This design comes from an exercise in tuning for small area on the open sky130 flow, not from production work. In this exercise RTL edits were held to simulation tests only and were not proved equivalent to the original. Power figures rest on the tool's default switching activity, not on a simulated workload.

==> flow/design.v (excerpt) <==
module matrix_alu #(
    parameter int ELEM_W     = 16,
    parameter int MUL_CYCLES = 16
) (
    input  logic                 Clk,
    input  logic                 nReset,
    input  logic                 start,
    input  logic [2:0]           opcode,
    input  logic [16*ELEM_W-1:0] operandA,
    input  logic [16*ELEM_W-1:0] operandB,
    output logic [16*ELEM_W-1:0] result,
    output logic                 busy,
    output logic                 done,
    output logic                 err
);
Size in the first run: ~2,000 cells after synthesis, about 660 flip-flops, roughly 780 I/O pins, roughly 23,000 µm² of cells after synthesis.
export LEC_CHECK = 0
export CAP_MARGIN = 20
export CORE_AREA = 2 2 428 110
export DIE_AREA = 0 0 430 112
export PLACE_DENSITY = 0.9
export SLEW_MARGIN = 20
create_clock -name core_clock -period 12.0 [get_ports {Clk}]
standard.sh (not shown) runs the stock make flow with config.mk's settings and CLKGATE_MAP_FILE= SYNTH_SCRIPT=/design/flow/synth_recipe.tcl, a recipe that flattens the netlist after the stock synthesis.
==> flow/flow/run.sh <==
#!/bin/bash
set -euo pipefail
bash standard.sh \
  BUFFER_PORTS_ARGS="-buffer_cell sky130_fd_sc_hd__buf_1" \
  CTS_ARGS="-sink_clustering_enable -repair_clock_nets -buf_list sky130_fd_sc_hd__clkbuf_4 -sink_clustering_buffer sky130_fd_sc_hd__clkbuf_8 -sink_clustering_size 14 -sink_clustering_max_diameter 50 -dont_use_dummy_load" \
  finish > make_finish.log 2>&1
The first run ran to the end with no violations.
Change:
==> flow/flow/run.sh (replaced) <==
#!/bin/bash
set -euo pipefail
bash standard.sh \
  BUFFER_PORTS_ARGS="-buffer_cell sky130_fd_sc_hd__buf_1" \
  CTS_ARGS="-sink_clustering_enable -repair_clock_nets -buf_list sky130_fd_sc_hd__clkbuf_4 -dont_use_dummy_load" \
  finish > make_finish.log 2>&1
- CORE_AREA: 2 2 428 110 -> 2 2 438 128
- DIE_AREA: 0 0 430 112 -> 0 0 440 130
- PLACE_DENSITY: 0.9 -> 0.65
Result: Sequential power went down by about 4%; cell count grows by 7.5%; synthesized cell count is unchanged.


Starting RTL as in the previous note.
Settings: LEC_CHECK=0, CAP_MARGIN=20, CORE_AREA=2 2 428 110, DIE_AREA=0 0 430 112, PLACE_DENSITY=0.9, SLEW_MARGIN=20; clock period 12.0 ns.
==> flow/flow/run.sh <==
#!/bin/bash
set -euo pipefail
bash standard.sh \
  BUFFER_PORTS_ARGS="-buffer_cell sky130_fd_sc_hd__buf_1" \
  CTS_ARGS="-sink_clustering_enable -repair_clock_nets -buf_list sky130_fd_sc_hd__clkbuf_4 -sink_clustering_buffer sky130_fd_sc_hd__clkbuf_8 -sink_clustering_size 14 -sink_clustering_max_diameter 40 -dont_use_dummy_load" \
  finish > make_finish.log 2>&1
The baseline passed the timing, design-rule and antenna checks.
Then changed:
==> flow/flow/run.sh (replaced) <==
#!/bin/bash
set -euo pipefail
bash standard.sh \
  BUFFER_PORTS_ARGS="-buffer_cell sky130_fd_sc_hd__buf_1" \
  CTS_ARGS="-sink_clustering_enable -repair_clock_nets -buf_list sky130_fd_sc_hd__clkbuf_4 -sink_clustering_buffer sky130_fd_sc_hd__clkbuf_8 -sink_clustering_size 12 -sink_clustering_max_diameter 40 -dont_use_dummy_load" \
  finish > make_finish.log 2>&1
- CORE_AREA: 2 2 428 110 -> 2 2 438 128
- DIE_AREA: 0 0 430 112 -> 0 0 440 130
- PLACE_DENSITY: 0.9 -> 0.65
Cell area is higher by 2.4%.
Register-to-register slack is worse by 0.14 ns.
Global-route usage falls by 7.8 points.
Core utilization drops by 9.1 points.
Power came out lower by 1.0%.
Clock power goes up by about 10%.
Synthesized area is unchanged.
Setup slack is worse by 0.14 ns.
Hold slack is worse by 0.0072 ns.
Combinational power fell by about 0.9%.
Via count falls by 3.1%.
Then changed:
- CORE_AREA: 2 2 438 128 -> 2 2 428 110
- DIE_AREA: 0 0 440 130 -> 0 0 430 112
- PLACE_DENSITY: 0.65 -> 0.9
Result: The changed run completed without violations; critical path depth is lower by 4; final area is lower by 1.9%; sequential share of layout area is higher by 0.98 points; via count is higher by 4.0%; wire length is higher by 4.2%; die area is lower by 16%; non-clock buffer count is lower by 32; core utilization is higher by 9.4 points; global-route usage is higher by 7.9 points; worst setup slack is better by 0.17 ns; total power is higher by 1.8%.
Then changed:
==> flow/flow/run.sh (replaced) <==
#!/bin/bash
set -euo pipefail
bash standard.sh \
  BUFFER_PORTS_ARGS="-buffer_cell sky130_fd_sc_hd__buf_1" \
  CTS_ARGS="-sink_clustering_enable -repair_clock_nets -buf_list sky130_fd_sc_hd__clkbuf_4 -sink_clustering_buffer sky130_fd_sc_hd__clkbuf_8 -sink_clustering_size 14 -sink_clustering_max_diameter 40 -dont_use_dummy_load" \
  finish > make_finish.log 2>&1
- PLACE_DENSITY: 0.9 -> 0.8
The new run finished with timing, DRC and antenna clean.
Sequential share of layout area grows by 0.12 points.
Routed wire length shrinks by about 2.7%.
Design area barely changes.
Via count shrinks by 1.6%.
Global-route usage shrinks by 1.1 points.
Flip-flop and latch count does not change.
Clock skew grows by 0.039 ns.
Die area is unchanged.
Count of clock-buffer cells in the layout shrinks by 8.
Register-to-register slack is worse by 0.07 ns.
Worst setup slack is worse by 0.067 ns.


Starting RTL as in the previous note.
Settings: LEC_CHECK=0, CAP_MARGIN=20, CORE_AREA=2 2 428 110, DIE_AREA=0 0 430 112, PLACE_DENSITY=0.8, SLEW_MARGIN=20; clock period 12.0 ns.
==> flow/flow/run.sh <==
#!/bin/bash
set -euo pipefail
bash standard.sh \
  BUFFER_PORTS_ARGS="-buffer_cell sky130_fd_sc_hd__buf_1" \
  CTS_ARGS="-sink_clustering_enable -repair_clock_nets -buf_list sky130_fd_sc_hd__clkbuf_4 -sink_clustering_buffer sky130_fd_sc_hd__clkbuf_8 -sink_clustering_size 12 -sink_clustering_max_diameter 40 -dont_use_dummy_load" \
  finish > make_finish.log 2>&1
Next try:
==> flow/flow/run.sh (replaced) <==
#!/bin/bash
set -euo pipefail
bash standard.sh \
  BUFFER_PORTS_ARGS="-buffer_cell sky130_fd_sc_hd__buf_1" \
  CTS_ARGS="-sink_clustering_enable -repair_clock_nets -buf_list sky130_fd_sc_hd__clkbuf_4 -dont_use_dummy_load" \
  finish > make_finish.log 2>&1
PLACE_DENSITY = 0.7   (was 0.8)
The changed run produced a clean layout.
Non-clock buffer count rose by 4.
Final cell count increases by 1.8%.
Core utilization went up by 0.23 points.
Area after synthesis stays the same.
Count of clock-buffer cells in the layout is higher by 59.
Next try:
CORE_AREA = 2 2 418 98   (was 2 2 428 110)
DIE_AREA = 0 0 420 100   (was 0 0 430 112)
PLACE_DENSITY = 0.8   (was 0.7)
Outcome:
- sequential power went up by about 4%
- count of clock-buffer cells in the layout went down by 5
- global-route usage went up by 8.4 points
- total power went up by 2.4%
- maximum frequency stays flat
- core utilization went up by 8.2 points
- final area went down by 0.48%
- sequential cell count does not change

==> re-timing with driven ports <==
The results above use ideal ports. As a check the final layouts listed here were re-extracted and re-timed, cells and wires unchanged.
Step 1, drivers: a clkbuf_16 drives Clk and a buf_2 each remaining input, both assumed.
Step 2 also shifts input and output timing later by t, the mid clock arrival at the registers, as if the neighbouring blocks saw the same clock.
Three values: no drivers, after step 1, after step 2; two values: the first two.
run	t (ns)	setup WS [ns]	latest minus earliest clock arrival (ns)
the first run of note 1	0.907	0.558 / 0.558 / 0.558	0.082 / 0.081
the second run of note 1	0.963	0.347 / 0.347 / 0.347	0.111 / 0.110
the first run of note 2	0.894	0.545 / 0.545 / 0.545	0.092 / 0.092
the second run of note 2	0.938	0.408 / 0.408 / 0.408	0.133 / 0.133
the third run of note 2	0.942	0.577 / 0.577 / 0.577	0.073 / 0.073
the fourth run of note 2	0.895	0.510 / 0.510 / 0.510	0.124 / 0.123
the first run of note 3	0.946	0.551 / 0.551 / 0.551	0.154 / 0.154
the second run of note 3	0.948	0.523 / 0.523 / 0.523	0.149 / 0.149
the third run of note 3	0.905	0.519 / 0.519 / 0.519	0.142 / 0.142
After both steps every run listed still meets setup and hold.
